This design comes from an exercise in tuning for small area and a short achievable clock period on the open sky130 flow, not from production work. Function was checked by simulation only, so behaviour that the tests miss may differ from the original. Power is estimated from default activity; no workload was simulated.

## flow/design.v (module list and top-level ports; edited modules follow where they fit)
// module alu_core: 62 lines
// module alu_unit: 1181 lines
module alu_unit
#(
  parameter int unsigned WIDTH = 32
) (
  input  logic               clk,
  input  logic               rst_n,
  input  logic               in_valid,
  input  logic [WIDTH-1:0]   rs,
  input  logic [WIDTH-1:0]   rt,
  input  logic [alu_pkg::CTRL_W-1:0]  ctrl,
  input  logic [alu_pkg::SHAMT_W-1:0] sa,
  input  logic               div_signed,
  output logic               out_valid,
  output logic [WIDTH-1:0]   rd,
  output logic               overflow,
  output logic [WIDTH-1:0]   quotient,
  output logic [WIDTH-1:0]   remainder
);
  // ...
==> flow/run.sh <==
#!/bin/bash
# synth_recipe.tcl (not shown) runs the flow's synth.tcl, then flattens the netlist and writes it again
# the make line also repeats each setting of config.mk as NAME=value (left out here)
make -C /OpenROAD-flow-scripts/flow DESIGN_CONFIG=/design/flow/config.mk WORK_HOME=/design/flow/orfs CLKGATE_MAP_FILE= SYNTH_SCRIPT=/design/flow/synth_recipe.tcl finish
==> flow/config.mk <==
export PLATFORM = sky130hd
export DESIGN_NAME = alu_unit
export DESIGN_NICKNAME = alu_unit
export VERILOG_FILES = /design/flow/design.v
export SDC_FILE = /design/flow/constraint.sdc
export NUM_CORES = 4
export LEC_CHECK = 0
export ABC_AREA = 1
export CAP_MARGIN = 20
export CORE_MARGIN = 2
export CORE_UTILIZATION = 70
export SLEW_MARGIN = 20
==> flow/constraint.sdc <==
create_clock -name core_clock -period 100.0 [get_ports {clk}]
set_input_delay 20.0000 -clock core_clock [delete_from_list [all_inputs] [get_ports {clk}]]
set_output_delay 20.0000 -clock core_clock [all_outputs]
set_load 0.01 [all_outputs]
==> results.txt, run 1 <==
CTS H-Tree Depth=3; DRT iter0 DRCs=4497; ClkCell Share=4.484%; Crit. Startpoint=s4_b[2]$_DFF_P_; Syn. warnings=2; status=complete, no violations; largest family of logic cells by synthesized area=simple AND/OR/NAND/NOR gates; Power Total=0.9723 mW; Multi-In Gates=5475; Seq/total area=25.28%; Reg area=12920 um^2; RSZ-0062 raised after global routing=false; busiest grt layer=met2; critical path class=flop to flop; Finished Cell Area=51100 um^2; Clock power frac=26.6%; Core Region=67280 um^2; # IOs=175; Max-area cell class=multi-input combinational cells; Power Density=19.03 nW/um^2; CP most frequent cell=nand3_1; distinct cell type count after synthesis=66; register-to-register setup slack=77.64 ns; DIE HEIGHT=265.0 um; slowest stage cell on the critical path=dfxtp_1; xor/xnor share of the synthesized area=11.57%; Vias per Instance=5.668; Critical Path Stages=181; routed wire length=136100 um; Tap Count=873; met1 Use GR=46.49%
==> run 2: changes to the inputs <==
--- a/flow/design.v
+++ b/flow/design.v
@@ -1227,17 +1227,217 @@
   assign s5_d32 = s5_r32 ^ s5_bc[31:0] ^ ~s5_c32[31:0];
   logic s5_ge32;
   assign s5_ge32 = s5_c32[32];
   logic [31:0] s5_n32;
   assign s5_n32 = s5_r32 ^ ({32{s5_ge32}} & (s5_bc[31:0] ^ ~s5_c32[31:0]));
   logic [31:0] s5_aq5;
   assign s5_aq5 = {s5_aq4[30:0], s5_ge32};
   logic [31:0] q_fix, r_fix;
-  assign q_fix = s4_nq ? (32'(0) - s5_aq5) : s5_aq5;
+  logic [31:0] q_pre;
+  assign q_pre = s5_aq5;
+  logic [31:0] q_neg;
+  logic [31:0] q_neg_p0;
+  assign q_neg_p0[0] = q_pre[0];
+  assign q_neg_p0[1] = q_pre[1] | q_pre[0];
+  assign q_neg_p0[2] = q_pre[2];
+  assign q_neg_p0[3] = q_pre[3] | q_pre[2];
+  assign q_neg_p0[4] = q_pre[4];
+  assign q_neg_p0[5] = q_pre[5] | q_pre[4];
+  assign q_neg_p0[6] = q_pre[6];
+  assign q_neg_p0[7] = q_pre[7] | q_pre[6];
+  assign q_neg_p0[8] = q_pre[8];
+  assign q_neg_p0[9] = q_pre[9] | q_pre[8];
+  assign q_neg_p0[10] = q_pre[10];
+  assign q_neg_p0[11] = q_pre[11] | q_pre[10];
+  assign q_neg_p0[12] = q_pre[12];
+  assign q_neg_p0[13] = q_pre[13] | q_pre[12];
+  assign q_neg_p0[14] = q_pre[14];
+  assign q_neg_p0[15] = q_pre[15] | q_pre[14];
+  assign q_neg_p0[16] = q_pre[16];
+  assign q_neg_p0[17] = q_pre[17] | q_pre[16];
+  assign q_neg_p0[18] = q_pre[18];
+  assign q_neg_p0[19] = q_pre[19] | q_pre[18];
+  assign q_neg_p0[20] = q_pre[20];
+  assign q_neg_p0[21] = q_pre[21] | q_pre[20];
+  assign q_neg_p0[22] = q_pre[22];
+  assign q_neg_p0[23] = q_pre[23] | q_pre[22];
+  assign q_neg_p0[24] = q_pre[24];
+  assign q_neg_p0[25] = q_pre[25] | q_pre[24];
+  assign q_neg_p0[26] = q_pre[26];
+  assign q_neg_p0[27] = q_pre[27] | q_pre[26];
+  assign q_neg_p0[28] = q_pre[28];
+  assign q_neg_p0[29] = q_pre[29] | q_pre[28];
+  assign q_neg_p0[30] = q_pre[30];
+  assign q_neg_p0[31] = q_pre[31] | q_pre[30];
+  logic [31:0] q_neg_p1;
+  assign q_neg_p1[0] = q_neg_p0[0];
+  assign q_neg_p1[1] = q_neg_p0[1];
+  assign q_neg_p1[2] = q_neg_p0[2] | q_neg_p0[1];
+  assign q_neg_p1[3] = q_neg_p0[3] | q_neg_p0[1];
+  assign q_neg_p1[4] = q_neg_p0[4];
+  assign q_neg_p1[5] = q_neg_p0[5];
+  assign q_neg_p1[6] = q_neg_p0[6] | q_neg_p0[5];
+  assign q_neg_p1[7] = q_neg_p0[7] | q_neg_p0[5];
+  assign q_neg_p1[8] = q_neg_p0[8];
+  assign q_neg_p1[9] = q_neg_p0[9];
+  assign q_neg_p1[10] = q_neg_p0[10] | q_neg_p0[9];
+  assign q_neg_p1[11] = q_neg_p0[11] | q_neg_p0[9];
+  assign q_neg_p1[12] = q_neg_p0[12];
+  assign q_neg_p1[13] = q_neg_p0[13];
+  assign q_neg_p1[14] = q_neg_p0[14] | q_neg_p0[13];
+  assign q_neg_p1[15] = q_neg_p0[15] | q_neg_p0[13];
+  assign q_neg_p1[16] = q_neg_p0[16];
+  assign q_neg_p1[17] = q_neg_p0[17];
+  assign q_neg_p1[18] = q_neg_p0[18] | q_neg_p0[17];
+  assign q_neg_p1[19] = q_neg_p0[19] | q_neg_p0[17];
+  assign q_neg_p1[20] = q_neg_p0[20];
+  assign q_neg_p1[21] = q_neg_p0[21];
+  assign q_neg_p1[22] = q_neg_p0[22] | q_neg_p0[21];
+  assign q_neg_p1[23] = q_neg_p0[23] | q_neg_p0[21];
+  assign q_neg_p1[24] = q_neg_p0[24];
+  assign q_neg_p1[25] = q_neg_p0[25];
+  assign q_neg_p1[26] = q_neg_p0[26] | q_neg_p0[25];
+  assign q_neg_p1[27] = q_neg_p0[27] | q_neg_p0[25];
+  assign q_neg_p1[28] = q_neg_p0[28];
+  assign q_neg_p1[29] = q_neg_p0[29];
+  assign q_neg_p1[30] = q_neg_p0[30] | q_neg_p0[29];
+  assign q_neg_p1[31] = q_neg_p0[31] | q_neg_p0[29];
+  logic [31:0] q_neg_p2;
+  assign q_neg_p2[0] = q_neg_p1[0];
+  assign q_neg_p2[1] = q_neg_p1[1];
+  assign q_neg_p2[2] = q_neg_p1[2];
+  assign q_neg_p2[3] = q_neg_p1[3];
+  assign q_neg_p2[4] = q_neg_p1[4] | q_neg_p1[3];
+  assign q_neg_p2[5] = q_neg_p1[5] | q_neg_p1[3];
+  assign q_neg_p2[6] = q_neg_p1[6] | q_neg_p1[3];
+  assign q_neg_p2[7] = q_neg_p1[7] | q_neg_p1[3];
+  assign q_neg_p2[8] = q_neg_p1[8];
+  assign q_neg_p2[9] = q_neg_p1[9];
+  assign q_neg_p2[10] = q_neg_p1[10];
+  assign q_neg_p2[11] = q_neg_p1[11];
+  assign q_neg_p2[12] = q_neg_p1[12] | q_neg_p1[11];
+  assign q_neg_p2[13] = q_neg_p1[13] | q_neg_p1[11];
+  assign q_neg_p2[14] = q_neg_p1[14] | q_neg_p1[11];
+  assign q_neg_p2[15] = q_neg_p1[15] | q_neg_p1[11];
+  assign q_neg_p2[16] = q_neg_p1[16];
+  assign q_neg_p2[17] = q_neg_p1[17];
+  assign q_neg_p2[18] = q_neg_p1[18];
+  assign q_neg_p2[19] = q_neg_p1[19];
+  assign q_neg_p2[20] = q_neg_p1[20] | q_neg_p1[19];
+  assign q_neg_p2[21] = q_neg_p1[21] | q_neg_p1[19];
+  assign q_neg_p2[22] = q_neg_p1[22] | q_neg_p1[19];
+  assign q_neg_p2[23] = q_neg_p1[23] | q_neg_p1[19];
+  assign q_neg_p2[24] = q_neg_p1[24];
+  assign q_neg_p2[25] = q_neg_p1[25];
+  assign q_neg_p2[26] = q_neg_p1[26];
+  assign q_neg_p2[27] = q_neg_p1[27];
+  assign q_neg_p2[28] = q_neg_p1[28] | q_neg_p1[27];
+  assign q_neg_p2[29] = q_neg_p1[29] | q_neg_p1[27];
+  assign q_neg_p2[30] = q_neg_p1[30] | q_neg_p1[27];
+  assign q_neg_p2[31] = q_neg_p1[31] | q_neg_p1[27];
+  logic [31:0] q_neg_p3;
+  assign q_neg_p3[0] = q_neg_p2[0];
+  assign q_neg_p3[1] = q_neg_p2[1];
+  assign q_neg_p3[2] = q_neg_p2[2];
+  assign q_neg_p3[3] = q_neg_p2[3];
+  assign q_neg_p3[4] = q_neg_p2[4];
+  assign q_neg_p3[5] = q_neg_p2[5];
+  assign q_neg_p3[6] = q_neg_p2[6];
+  assign q_neg_p3[7] = q_neg_p2[7];
+  assign q_neg_p3[8] = q_neg_p2[8] | q_neg_p2[7];
+  assign q_neg_p3[9] = q_neg_p2[9] | q_neg_p2[7];
+  assign q_neg_p3[10] = q_neg_p2[10] | q_neg_p2[7];
+  assign q_neg_p3[11] = q_neg_p2[11] | q_neg_p2[7];
+  assign q_neg_p3[12] = q_neg_p2[12] | q_neg_p2[7];
+  assign q_neg_p3[13] = q_neg_p2[13] | q_neg_p2[7];
+  assign q_neg_p3[14] = q_neg_p2[14] | q_neg_p2[7];
+  assign q_neg_p3[15] = q_neg_p2[15] | q_neg_p2[7];
+  assign q_neg_p3[16] = q_neg_p2[16];
+  assign q_neg_p3[17] = q_neg_p2[17];
+  assign q_neg_p3[18] = q_neg_p2[18];
+  assign q_neg_p3[19] = q_neg_p2[19];
+  assign q_neg_p3[20] = q_neg_p2[20];
+  assign q_neg_p3[21] = q_neg_p2[21];
+  assign q_neg_p3[22] = q_neg_p2[22];
+  assign q_neg_p3[23] = q_neg_p2[23];
+  assign q_neg_p3[24] = q_neg_p2[24] | q_neg_p2[23];
+  assign q_neg_p3[25] = q_neg_p2[25] | q_neg_p2[23];
+  assign q_neg_p3[26] = q_neg_p2[26] | q_neg_p2[23];
+  assign q_neg_p3[27] = q_neg_p2[27] | q_neg_p2[23];
+  assign q_neg_p3[28] = q_neg_p2[28] | q_neg_p2[23];
+  assign q_neg_p3[29] = q_neg_p2[29] | q_neg_p2[23];
+  assign q_neg_p3[30] = q_neg_p2[30] | q_neg_p2[23];
+  assign q_neg_p3[31] = q_neg_p2[31] | q_neg_p2[23];
+  logic [31:0] q_neg_p4;
+  assign q_neg_p4[0] = q_neg_p3[0];
+  assign q_neg_p4[1] = q_neg_p3[1];
+  assign q_neg_p4[2] = q_neg_p3[2];
+  assign q_neg_p4[3] = q_neg_p3[3];
+  assign q_neg_p4[4] = q_neg_p3[4];
+  assign q_neg_p4[5] = q_neg_p3[5];
+  assign q_neg_p4[6] = q_neg_p3[6];
+  assign q_neg_p4[7] = q_neg_p3[7];
+  assign q_neg_p4[8] = q_neg_p3[8];
+  assign q_neg_p4[9] = q_neg_p3[9];
+  assign q_neg_p4[10] = q_neg_p3[10];
+  assign q_neg_p4[11] = q_neg_p3[11];
+  assign q_neg_p4[12] = q_neg_p3[12];
+  assign q_neg_p4[13] = q_neg_p3[13];
+  assign q_neg_p4[14] = q_neg_p3[14];
+  assign q_neg_p4[15] = q_neg_p3[15];
+  assign q_neg_p4[16] = q_neg_p3[16] | q_neg_p3[15];
+  assign q_neg_p4[17] = q_neg_p3[17] | q_neg_p3[15];
+  assign q_neg_p4[18] = q_neg_p3[18] | q_neg_p3[15];
+  assign q_neg_p4[19] = q_neg_p3[19] | q_neg_p3[15];
+  assign q_neg_p4[20] = q_neg_p3[20] | q_neg_p3[15];
+  assign q_neg_p4[21] = q_neg_p3[21] | q_neg_p3[15];
+  assign q_neg_p4[22] = q_neg_p3[22] | q_neg_p3[15];
+  assign q_neg_p4[23] = q_neg_p3[23] | q_neg_p3[15];
+  assign q_neg_p4[24] = q_neg_p3[24] | q_neg_p3[15];
+  assign q_neg_p4[25] = q_neg_p3[25] | q_neg_p3[15];
+  assign q_neg_p4[26] = q_neg_p3[26] | q_neg_p3[15];
+  assign q_neg_p4[27] = q_neg_p3[27] | q_neg_p3[15];
+  assign q_neg_p4[28] = q_neg_p3[28] | q_neg_p3[15];
+  assign q_neg_p4[29] = q_neg_p3[29] | q_neg_p3[15];
+  assign q_neg_p4[30] = q_neg_p3[30] | q_neg_p3[15];
+  assign q_neg_p4[31] = q_neg_p3[31] | q_neg_p3[15];
+  assign q_neg[0] = q_pre[0];
+  assign q_neg[1] = q_pre[1] ^ (s4_nq & q_neg_p4[0]);
+  assign q_neg[2] = q_pre[2] ^ (s4_nq & q_neg_p4[1]);
+  assign q_neg[3] = q_pre[3] ^ (s4_nq & q_neg_p4[2]);
+  assign q_neg[4] = q_pre[4] ^ (s4_nq & q_neg_p4[3]);
+  assign q_neg[5] = q_pre[5] ^ (s4_nq & q_neg_p4[4]);
+  assign q_neg[6] = q_pre[6] ^ (s4_nq & q_neg_p4[5]);
+  assign q_neg[7] = q_pre[7] ^ (s4_nq & q_neg_p4[6]);
+  assign q_neg[8] = q_pre[8] ^ (s4_nq & q_neg_p4[7]);
+  assign q_neg[9] = q_pre[9] ^ (s4_nq & q_neg_p4[8]);
+  assign q_neg[10] = q_pre[10] ^ (s4_nq & q_neg_p4[9]);
+  assign q_neg[11] = q_pre[11] ^ (s4_nq & q_neg_p4[10]);
+  assign q_neg[12] = q_pre[12] ^ (s4_nq & q_neg_p4[11]);
+  assign q_neg[13] = q_pre[13] ^ (s4_nq & q_neg_p4[12]);
+  assign q_neg[14] = q_pre[14] ^ (s4_nq & q_neg_p4[13]);
+  assign q_neg[15] = q_pre[15] ^ (s4_nq & q_neg_p4[14]);
+  assign q_neg[16] = q_pre[16] ^ (s4_nq & q_neg_p4[15]);
+  assign q_neg[17] = q_pre[17] ^ (s4_nq & q_neg_p4[16]);
+  assign q_neg[18] = q_pre[18] ^ (s4_nq & q_neg_p4[17]);
+  assign q_neg[19] = q_pre[19] ^ (s4_nq & q_neg_p4[18]);
+  assign q_neg[20] = q_pre[20] ^ (s4_nq & q_neg_p4[19]);
+  assign q_neg[21] = q_pre[21] ^ (s4_nq & q_neg_p4[20]);
+  assign q_neg[22] = q_pre[22] ^ (s4_nq & q_neg_p4[21]);
+  assign q_neg[23] = q_pre[23] ^ (s4_nq & q_neg_p4[22]);
+  assign q_neg[24] = q_pre[24] ^ (s4_nq & q_neg_p4[23]);
+  assign q_neg[25] = q_pre[25] ^ (s4_nq & q_neg_p4[24]);
+  assign q_neg[26] = q_pre[26] ^ (s4_nq & q_neg_p4[25]);
+  assign q_neg[27] = q_pre[27] ^ (s4_nq & q_neg_p4[26]);
+  assign q_neg[28] = q_pre[28] ^ (s4_nq & q_neg_p4[27]);
+  assign q_neg[29] = q_pre[29] ^ (s4_nq & q_neg_p4[28]);
+  assign q_neg[30] = q_pre[30] ^ (s4_nq & q_neg_p4[29]);
+  assign q_neg[31] = q_pre[31] ^ (s4_nq & q_neg_p4[30]);
+  assign q_fix = q_neg;
   assign r_fix = s4_nr ? (32'(0) - s5_n32) : s5_n32;
   logic        out_valid_q, overflow_q;
   logic [31:0] rd_q, quotient_q, remainder_q;
   always_ff @(posedge clk) begin
     if (!rst_n) begin
       out_valid_q <= 1'b0;
       rd_q        <= '0;
       overflow_q  <= 1'b0;
==> flow/flow/run.sh (new file) <==
#!/bin/bash
# The standard layout (standard synthesis included), with one change: the
# port buffers that global placement inserts are plain sky130 buf_2 cells
# instead of the cell the resizer picks by default (a delay buffer).
# ORFS keeps each step's log under orfs/logs/; make's own output goes to
# layout_make.log in this folder.
set -euo pipefail
bash standard.sh "BUFFER_PORTS_ARGS=-buffer_cell sky130_fd_sc_hd__buf_2" finish > layout_make.log 2>&1
==> flow/standard.sh (new file) <==
#!/bin/bash
# synth_recipe.tcl (not shown) runs the flow's synth.tcl, then flattens the netlist and writes it again
# the make line also repeats each setting of config.mk as NAME=value (left out here)
make -C /OpenROAD-flow-scripts/flow DESIGN_CONFIG=/design/flow/config.mk WORK_HOME=/design/flow/orfs CLKGATE_MAP_FILE= SYNTH_SCRIPT=/design/flow/synth_recipe.tcl "${@:-finish}"
==> flow/config.mk (replaced) <==
export PLATFORM = sky130hd
export DESIGN_NAME = alu_unit
export DESIGN_NICKNAME = alu_unit
export VERILOG_FILES = /design/flow/design.v
export SDC_FILE = /design/flow/constraint.sdc
export NUM_CORES = 4
export LEC_CHECK = 0
export ABC_AREA = 1
export CAP_MARGIN = 50
export CORE_MARGIN = 2
export CORE_UTILIZATION = 70
export CTS_BUF_LIST = sky130_fd_sc_hd__clkbuf_8
export CTS_CLUSTER_SIZE = 25
export SLEW_MARGIN = 70
removed: flow/run.sh
==> run 2 against run 1 <==
Effect of this change:
- synthesized cell count hardly changed
- routed wire length is 0.74% higher
- sequential share of layout area is 0.18 points higher
- register-to-register slack better by 0.91 ns
- fmax is 4.2% higher
- first-iteration DRC count is 14% lower
- cell area hardly changed
- worst setup slack better by 0.91 ns
- sequential power hardly changed
- global-route usage is 0.25 points lower
==> results.txt, run 2 <==
Skew-Pair Late Insertion Delay=0.76 ns; Cell Area, Placed=48720 um^2; Max Freq=46.62 MHz; critical path's largest stage delay=0.47 ns; sequential area share after synthesis=26.83%; initial antenna violation count=2; Vias=46901; Crit Path Max Fanout=44; synth top area cells=dfxtp_1 27%, nand2_1 17%, xor2_1 10%; DIE HEIGHT=266.2 um (+0.47%); commonest non-fill, non-tap cells in the layout=2166 x nand2_1, 907 x inv_1, 834 x nand3_1; Final Wtd Congestion=1.018; # DRC=0; vias in the first global route=43480; final period utilization=21.45%; fraction of layout cells with a size suffix above 1=13.26%; Synth top area share=26.83%; FF+latch count, synth=645; Routed Antenna Nets=0; root buf cell=clkbuf_8; Worst EP arrival=22.08 ns; CTS tree=built; WL/cell=16.40 um; Syn Nets=7548; Syn Inst Count=7372; Worst EP required=100.63 ns; most numerous cell in the Yosys netlist=nand2_1; drt first pass iters=7; Die ar.=70870 um^2; Post-Syn Area=48130 um^2; Post-Route Setup TNS=0 ns; starting density of the core=70.43%; first-pass GRT wire length=217100 um; Finished Cell Area=51090 um^2 (about the same); final core utilization=74.76%; Num Clock Sinks=645; final hold violation count=0; status=complete, no violations; Nets=7582; # IOs=175 (unchanged); clk buf depth=3; R2R depth=177; HP Class=flop to flop; synth-to-layout area growth=6.153%; routed wire length=137100 um (+0.74%); cell taking the most area after synthesis=dfxtp_1; post-cts sizing count=0; setup violators final=0; maxcap violations=0; ys flop type=dfxtp_1; total track usage=37.71%; Reg clk slew, reported paths=0.06 ns; crit path launch type=flop; # placed instances=8186; RSZ-0062 raised after global routing=false; peak supply drop=0.01809 mV; Leak=25.73 nW; fin crit period=21.45 ns; TritonCTS Buffers=99; fill count=5589; Core Region=68350 um^2 (+1.6%); Vias per Instance=5.608 (-1.0%); EDFF count, synth=0; port bufs=174; area of the multi-input gates=29660 um^2; Setup Skew=0.05536 ns; Post-synth top cells=2168 x nand2_1, 912 x inv_1, 834 x nand3_1; non-filler cells, final=8363; largest net degree at the start of global routing=64; Power Density=18.74 nW/um^2 (-1.5%); DRT iter0 DRCs=3871 (-14%); DP HPWL=105400 um; Slew Viols, Final=0; total gr overflow=0; relative slew slack=64.83%; distinct cell type count after synthesis=69 (+4.5%); asr flop ratio synth=0%; hold buffer count at CTS=0; Reg area=13010 um^2 (+0.70%); Syn Area/Cell=6.529 um^2; CP most frequent cell=nand3_2; # rows=96; critical path class=flop to flop; Post-CTS Setup Inserts=0; CTS H-Tree Depth=3 (unchanged); Die Wd=266.2 um; commonest non-fill, non-tap cell in the layout=nand2_1; slowest stage cell on the critical path=dfxtp_2; Syn. warnings=2 (unchanged); worst slew pin tran=0.5268 ns; Worst Hold Depth=0; crit end category=flop
run 2: cell types whose count changed after synthesis, sizes merged, moves of 11 or more:
cell   before   now
o21ai     385   411
nor3       46    32
or2        79    66
inv       926   949
xor2      555   566
nand3     950  1000
nor2      512   486
nand2    2358  2342
run 2: path summary, 6_finish.rpt:
check	from	end	slack (ns)
setup / recovery	s4_b[2]$_DFF_P_	remainder_q[28]$_SDFFE_PN0P_	78.55
hold / removal	s2_aq[7]$_DFF_P_	s3_aq[13]$_DFF_P_	0.30
setup reg to reg	s4_b[2]$_DFF_P_	remainder_q[28]$_SDFFE_PN0P_	78.55
hold reg to reg	s2_aq[7]$_DFF_P_	s3_aq[13]$_DFF_P_	0.30
run 2: power breakdown:
group	switching, mW	total [mW]	internal [mW]
combinational	0.276	0.405	0.129
clock	0.111	0.244	0.134
sequential	0.0280	0.309	0.281
total	0.414	0.958	0.543
run 2: per-stage QoR:
| step | hold slack (ns) | setup WS, ns | total power [mW] |
|---|---|---|---|
| CTS | 0.3096 | 78.44 | 0.9516 |
| finish | 0.3030 | 78.55 | 0.9576 |
| global route | 0.3095 | 76.24 | 1.023 |
| global placement | 0.3096 | 78.55 | 0.6934 |
| floorplan | 0.3096 | 78.96 | 0.6269 |
| detailed placement | 0.3121 | 78.54 | 0.7075 |
run 2: logic make-up (layout without fill, tap and decap cells):
| group | Yosys count | count (layout) | synth area share (%) |
|---|---|---|---|
| and+or+nand+nor | 4062 | 4062 | 38.27 |
| adders and majority gates | 108 | 108 | 3.268 |
| xor gates and xnor gates | 633 | 633 | 11.52 |
| buffers and inverters | 1269 | 1377 | 12.15 |
| AOI/OAI and AO/OA | 650 | 650 | 7.861 |
| DFF | 645 | 645 | 26.83 |
| other | 0 | 1 | 0 |
| muxes | 5 | 5 | 0.1040 |
run 2: cell type report:
type | instances | area share [%]
antenna | 1 | 0.004898
clock buffer | 126 | 3.394
clock inverter | 49 | 0.9746
inverter | 987 | 7.435
multi-input combinational | 5458 | 58.05
sequential | 645 | 25.46
tap | 882 | 2.160
timing repair buffer | 215 | 2.520
run 2: worst max-delay path: cells and delay by family, from the launching register on:
| family | cells | cell delay (ns) |
|---|---|---|
| xor+xnor | 1 | 0.21 |
| flops | 1 | 0.47 |
| buf+inv | 13 | 2.15 |
| simple gates | 162 | 18.17 |
| fa+ha+maj | 1 | 0.19 |
run 2: metal layers:
layer	GRT usage [%]	vias up	part of all wire, %	wire length, um
li1	-	23300	-	-
met1	44.85	21390	40	54800
met2	64.48	1749	47	63930
met3	5.591	462	7.0	9652
met4	22.34	0	6.4	8756
met5	0	-	0	0
==> run 3: changes to the inputs <==
==> flow/run.sh (new file) <==
#!/bin/bash
# synth_recipe.tcl (not shown) runs the flow's synth.tcl, then flattens the netlist and writes it again
# the make line also repeats each setting of config.mk as NAME=value (left out here)
make -C /OpenROAD-flow-scripts/flow DESIGN_CONFIG=/design/flow/config.mk WORK_HOME=/design/flow/orfs CLKGATE_MAP_FILE= SYNTH_SCRIPT=/design/flow/synth_recipe.tcl finish
removed: flow/flow/run.sh
removed: flow/standard.sh
==> run 3 against run 2 <==
Effect of this change:
- global-route usage up 0.48 points
- cell count grew 0.17%
- critical path depth fell by 176
- worst setup slack got worse by 0.38 ns
- clock skew grew 0.0016 ns
- critical path type is now flop to output port
- largest cell class unchanged
- largest power group unchanged
- highest routed layer unchanged
==> results.txt, run 3 <==
status=complete, no violations; starting density of the core=70.43% (unchanged); post-cts sizing count=0 (unchanged); critical path class=flop to output port; sequential area share after synthesis=26.83% (unchanged); final hold violation count=0 (unchanged); cell taking the most area after synthesis=dfxtp_1; crit path launch type=flop; EDFF count, synth=0 (unchanged); routed wire length=138700 um (+1.1%); Syn Area/Cell=6.529 um^2 (unchanged); total track usage=38.19% (+0.48 points); Crit Path Max Fanout=2 (-95%); Synth top area share=26.83% (unchanged); CTS H-Tree Depth=3 (unchanged); crit end category=output port; worst path cell trace=clkdlybuf4s50_1; DIE HEIGHT=266.2 um (unchanged); final period utilization=21.83% (+0.38 points); Post-synth top cells=2168 x nand2_1, 912 x inv_1, 834 x nand3_1; hold endpoint=s4_nq$_DFF_P_; distinct cell type count after synthesis=69 (unchanged); Cell Area, Placed=49590 um^2 (+1.8%); Leak=25.58 nW (-0.58%); Vias=47346 (+0.95%); Syn Inst Count=7372 (unchanged); first-pass GRT wire length=219800 um (+1.2%); crit-path leading delay family=buffers and inverters; ys flop type=dfxtp_1; non-filler cells, final=8377 (+0.17%); root buf cell=clkbuf_8; fraction of layout cells with a size suffix above 1=11.05% (-2.2 points); port bufs=174 (unchanged); RSZ-0062 raised after global routing=false; hold wc startpoint=s3_nq$_DFF_P_; DP HPWL=106800 um (+1.3%); vias in the first global route=44053 (+1.3%); Reg area=13010 um^2 (about the same); Die Wd=266.2 um (unchanged); # IOs=175 (unchanged); maxcap violations=0 (unchanged); total gr overflow=0 (unchanged); DRT iter0 DRCs=3742 (-3.3%); Slew Viols, Final=0 (unchanged); setup violators final=0 (unchanged); # rows=96 (unchanged); relative slew slack=67.25% (+2.4 points); worst slew pin tran=0.4906 ns (-0.03620 ns); fill count=5421 (-3.0%); Num Clock Sinks=645 (unchanged); Post-Route Setup TNS=0 ns (unchanged); Syn Nets=7548 (unchanged); fin crit period=21.83 ns (+0.3775 ns); # DRC=0 (unchanged); # placed instances=8187 (+0.012%); Post-Syn Area=48130 um^2 (unchanged); worst r2r src=s4_b[2]$_DFF_P_; commonest non-fill, non-tap cells in the layout=2165 x nand2_1, 913 x inv_1, 834 x nand3_1; Nets=7586 (+0.053%); synth-to-layout area growth=7.967%; synth top area cells=dfxtp_1 27%, nand2_1 17%, xor2_1 10%; Final Wtd Congestion=1.023 (+0.47%); commonest non-fill, non-tap cell in the layout=nand2_1; Setup Skew=0.05694 ns (+0.001581 ns); Die ar.=70870 um^2 (unchanged); Routed Antenna Nets=0 (unchanged); Reg clk slew, reported paths=0.06 ns (about the same); Worst EP required=80.00 ns (-20.63 ns); Power Density=18.47 nW/um^2 (-1.5%); FF+latch count, synth=645 (unchanged); Syn. warnings=2 (unchanged); Vias per Instance=5.652 (+0.78%); TritonCTS Buffers=101 (+2.0%); CP bufs+invs=1 (-12); drt first pass iters=8 (+1); most numerous cell in the Yosys netlist=nand2_1; hold buffer count at CTS=0 (unchanged); Worst EP arrival=1.83 ns (-20.25 ns); Max Freq=45.81 MHz (-1.7%); WL/cell=16.56 um (+0.96%); peak supply drop=0.01363 mV (-25%); critical path's largest stage delay=0.61 ns (+0.14 ns); HP Class=flop to flop; r2r endpoint=quotient_q[27]$_SDFFE_PN0P_; slowest stage cell on the critical path=clkdlybuf4s50_1; Worst Hold Depth=0 (unchanged); Skew-Pair Late Insertion Delay=0.77 ns (about the same); asr flop ratio synth=0% (unchanged); area of the multi-input gates=29660 um^2 (about the same); Post-CTS Setup Inserts=0 (unchanged); register-to-register setup slack=78.44 ns (-0.11 ns); CTS tree=built; clk buf depth=3 (unchanged); R2R depth=176 (-0.56%); largest net degree at the start of global routing=63 (-1.6%); Core Region=68350 um^2 (unchanged); initial antenna violation count=3 (+1); Finished Cell Area=51970 um^2 (+1.7%)
## run 3: cell counts after synthesis
Identical to the previous run, type by type.
## run 3: worst max-delay path by stage
stage	from	slack, ns	end	depth (start not counted)
after floorplan	rst_n	78.96	remainder_q[17]$_SDFFE_PN0P_	5
after global placement	rst_n	78.49	remainder_q[6]$_SDFFE_PN0P_	5
after detailed placement	rst_n	78.65	quotient_q[8]$_SDFFE_PN0P_	6
after CTS	quotient_q[19]$_SDFFE_PN0P_	78.17	quotient[19]	1
after global routing	s4_b[2]$_DFF_P_	76.27	remainder_q[24]$_SDFFE_PN0P_	180
final	quotient_q[21]$_SDFFE_PN0P_	78.17	quotient[21]	1
## run 3: kinds of logic after synthesis
logic type | count (synthesis) | share of synthesized area, %
DFF | 645 | 26.83
muxes | 5 | 0.1040
adders and majority gates | 108 | 3.268
AOI/OAI and AO/OA | 650 | 7.861
xor gates and xnor gates | 633 | 11.52
and+or+nand+nor | 4062 | 38.27
buffers and inverters | 1269 | 12.15
## run 3: routing by layer
metal	track usage, %	vias up	routed length (um)
met5	0	-	0
met4	24.54	0	9588
met1	45.01	21703	55190
li1	-	23308	-
met3	5.776	507	9759
met2	64.82	1828	64150
## run 3: area by class of cell
class | count | share of cell area, %
Antenna cell | 2 | 0.009631
Tap cell | 882 | 2.124
Multi-Input combinational cell | 5458 | 57.08
Sequential cell | 645 | 25.03
Timing Repair Buffer | 217 | 4.112
Clock buffer | 122 | 3.231
Inverter | 987 | 7.300
Clock inverter | 64 | 1.105
## run 3: power breakdown
group | leakage, nW | switching [mW] | internal, mW
combinational | 18.9 | 0.275 | 0.131
sequential | 5.37 | 0.0288 | 0.281
clock | 1.27 | 0.113 | 0.132
total | 25.6 | 0.416 | 0.543
## run 3: metrics by stage
step                      worst slack [ns]  hold slack, ns  util, %  total power, mW
final                                78.17          0.3027    76.04           0.9598
after global routing                 76.27          0.3002    76.03            1.024
after CTS                            78.17          0.3000    75.85           0.9534
after detailed placement             78.65          0.3121    72.56           0.7092
after global placement               78.49          0.3102    71.90           0.6944
after floorplan                      78.96          0.3096        -           0.6269

-- afterwards: timing with drivers on the ports --
No port has a modelled driver above. Below, the same layouts with a new extraction and two added sets of constraints. Step 1 (the two cells are an assumption about what drives the block):
set clk [get_ports {clk}]
set_driving_cell -lib_cell sky130_fd_sc_hd__clkbuf_16 $clk
set_driving_cell -lib_cell sky130_fd_sc_hd__buf_2 [delete_from_list [all_inputs] $clk]
Step 2 times the ports against the registers' clock, not the clock port: input delays grow and output delays shrink by t, the midpoint of the rising clock arrivals with the driver on. Three values: no drivers, after step 1, after step 2; two values: the first two.
| run | shift t [ns] | setup slack, ns | worst register clock-pin slew, ns |
|---|---|---|---|
| run 1 | 0.679 | 77.643 / 77.643 / 77.643 | 0.07 / 0.07 |
| run 2 | 0.795 | 78.549 / 78.506 / 78.549 | 0.08 / 0.08 |
| run 3 | 0.806 | 78.171 / 78.109 / 78.440 | 0.07 / 0.07 |
After both steps setup and hold are still met in every run listed.
